Source: an optimization exercise on an open RTL-to-GDS flow (aim: small area and a short achievable clock period). Production flows keep margins and buffers that such runs may drop. Only simulation tests tie the RTL to the original design; equivalence was not proved.

07-07:
==> flow/design.v (excerpt) <==
module cmd_track_top (
   input  logic                          clk,
   input  logic                          rst_n,
   input  logic [8-1:0]         issue_tag,
   input  logic                          issue_valid,
   output logic                          issue_ready,
   output logic [$clog2(16)-1:0]        issue_slot,
   input  logic [$clog2(16)-1:0]        cpl_slot,
   input  logic                          cpl_valid,
   output logic [$clog2(16)-1:0]        to_slot,
   output logic [8-1:0]         to_tag,
   output logic [16-1:0]          to_age,
   output logic                          to_valid,
   input  logic                          to_ready,
   input  logic                          reg_we,
   input  logic [2-1:0]        reg_addr,
   input  logic [16-1:0]          reg_wdata,
   input  logic [2-1:0]        reg_addr_rd,
   output logic [16-1:0]          reg_rdata
);
Size in the first run: about 1800 cells after synthesis, roughly 540 flip-flops, about 23000 um^2 of cells after synthesis.
clock: 11.5 ns
lec_check: 0
cap_margin: 20
core_margin: 2
core_utilization: 80
cts_cluster_diameter: 80
cts_cluster_size: 25
slew_margin: 20
standard.sh (not shown) runs the stock make flow with config.mk's settings and CLKGATE_MAP_FILE= SYNTH_SCRIPT=/design/flow/synth_recipe.tcl, a recipe that flattens the netlist after the stock synthesis.
==> flow/flow/run.sh <==
#!/bin/bash
# The standard layout, with plain buffers (buf_1) on the ports instead of the
# delay cells buffer_ports picks by default, and timing repair aiming for
# 6.0 ns of setup slack; make's output goes to standard_flow.log, each tool's
# log stays under orfs/logs
set -euo pipefail
export BUFFER_PORTS_ARGS="-buffer_cell sky130_fd_sc_hd__buf_1"
bash standard.sh finish SETUP_SLACK_MARGIN=6.0 > standard_flow.log 2>&1
--- input diff 07-07..11-10 ---
Settings: CORE_UTILIZATION now 75, was 80.
==> comparison <==
- Total wirelength of the detailed-routed design (lower): 11-10
- 11-10 -> 07-07: number of buffers added for setup after CTS delta 0, exact match
- What 11-10 reported for overall die area has to be multiplied by 0.939 to get the figure for 07-07.
- The number of global-route vias before repair in 11-10 sits about 5% below the value recorded for 07-07.

* * *

Another version of the RTL of cmd_track_top (not shown whole).
For scale: roughly 620 flip-flops, roughly 88 I/O pins.
==> flow/design.v (excerpt) <==
module cmd_track_top (
   input  logic                          clk,
   input  logic                          rst_n,
   input  logic [8-1:0]         issue_tag,
   input  logic                          issue_valid,
   output logic                          issue_ready,
   output logic [$clog2(16)-1:0]        issue_slot,
   input  logic [$clog2(16)-1:0]        cpl_slot,
   input  logic                          cpl_valid,
   output logic [$clog2(16)-1:0]        to_slot,
   output logic [8-1:0]         to_tag,
   output logic [16-1:0]          to_age,
   output logic                          to_valid,
   input  logic                          to_ready,
   input  logic                          reg_we,
   input  logic [2-1:0]        reg_addr,
   input  logic [16-1:0]          reg_wdata,
   input  logic [2-1:0]        reg_addr_rd,
   output logic [16-1:0]          reg_rdata
);
localparam int N  = 16;
localparam int SW = $clog2(16);
localparam int TW = 8;
localparam int AW = 16;
cmd_track_pkg::cmd_reg_req_t   reg_req;
cmd_track_pkg::cmd_cfg_t       cfg;
assign reg_req.we = reg_we;
assign reg_req.addr = reg_addr;
assign reg_req.wdata = reg_wdata;
  ...
==> flow/config.mk <==
export PLATFORM = sky130hd
export DESIGN_NAME = cmd_track_top
export DESIGN_NICKNAME = cmd_track_top
export VERILOG_FILES = /design/flow/design.v
export SDC_FILE = /design/flow/constraint.sdc
export NUM_CORES = 4
export LEC_CHECK = 0
export CAP_MARGIN = 20
export CORE_MARGIN = 2
export CORE_UTILIZATION = 65
export SLEW_MARGIN = 20
==> flow/constraint.sdc <==
create_clock -name core_clock -period 11.5 [get_ports {clk}]
set_input_delay 2.3000 -clock core_clock [delete_from_list [all_inputs] [get_ports {clk}]]
set_output_delay 2.3000 -clock core_clock [all_outputs]
set_load 0.01 [all_outputs]
==> flow/flow/run.sh <==
#!/bin/bash
# The standard layout, with plain buffers (buf_2) on the ports instead of the
# delay cells buffer_ports picks by default, and timing repair aiming for
# 6.4 ns of setup slack; make's output goes to standard_flow.log, each tool's
# log stays under orfs/logs
set -euo pipefail
export BUFFER_PORTS_ARGS="-buffer_cell sky130_fd_sc_hd__buf_2"
bash standard.sh finish SETUP_SLACK_MARGIN=6.4 > standard_flow.log 2>&1
==> next run, changes <==
==> flow/run.sh (new file) <==
#!/bin/bash
# synth_recipe.tcl (not shown) runs the flow's synth.tcl, then flattens the netlist and writes it again
# the make line also repeats each setting of config.mk as NAME=value (left out here)
make -C /OpenROAD-flow-scripts/flow DESIGN_CONFIG=/design/flow/config.mk WORK_HOME=/design/flow/orfs CLKGATE_MAP_FILE= SYNTH_SCRIPT=/design/flow/synth_recipe.tcl finish
--- a/flow/config.mk
+++ b/flow/config.mk
@@ -9,3 +9,4 @@
 export CORE_MARGIN = 2
-export CORE_UTILIZATION = 65
+export CORE_UTILIZATION = 40
+export SETUP_SLACK_MARGIN = 5
 export SLEW_MARGIN = 20
removed: flow/flow/run.sh
removed: flow/standard.sh
After rerunning: Sequential share of layout area drops by 0.96 points; area after synthesis is unchanged; die area climbs by 61%.

separate check: timing with driven ports:
How much do the figures lean on ideal ports? The routed layouts below were timed once more, with nothing changed but the port constraints.
Step 1 (the two cells are an assumption about what drives the block):
set clk [get_ports {clk}]
set_driving_cell -lib_cell sky130_fd_sc_hd__clkbuf_16 $clk
set_driving_cell -lib_cell sky130_fd_sc_hd__buf_2 [delete_from_list [all_inputs] $clk]
Step 2, shift: input delay + t, output delay - t, t = (earliest + latest rising clock arrival at the registers) / 2. This alone moves slack from input paths to output paths.
Three values: ideal, step 1, step 2; two values: the first two.
| run | t (ns) | setup slack, ns | worst setup path after step 2 | worst data-port slew with drivers (ns) | pins driven straight from the clock port |
|---|---|---|---|---|---|
| 07-07 | 0.645 | 6.039 / 6.039 / 5.971 | input to register | 0.06 | 1 |
| 11-10 | 0.649 | 6.052 / 6.026 / 6.026 | input to output | 0.06 | 1 |
| the first run of note 2 | 0.679 | 6.170 / 6.124 / 6.124 | input to output | 0.07 | 1 |
| the second run of note 2 | 0.648 | 5.166 / 5.130 / 5.140 | input to output | 0.06 | 1 |
After both steps setup and hold are still met in every run listed. The setup slack of 07-07, which loses most, moves by 0.000 ns with the drivers and by -0.068 ns with both steps.
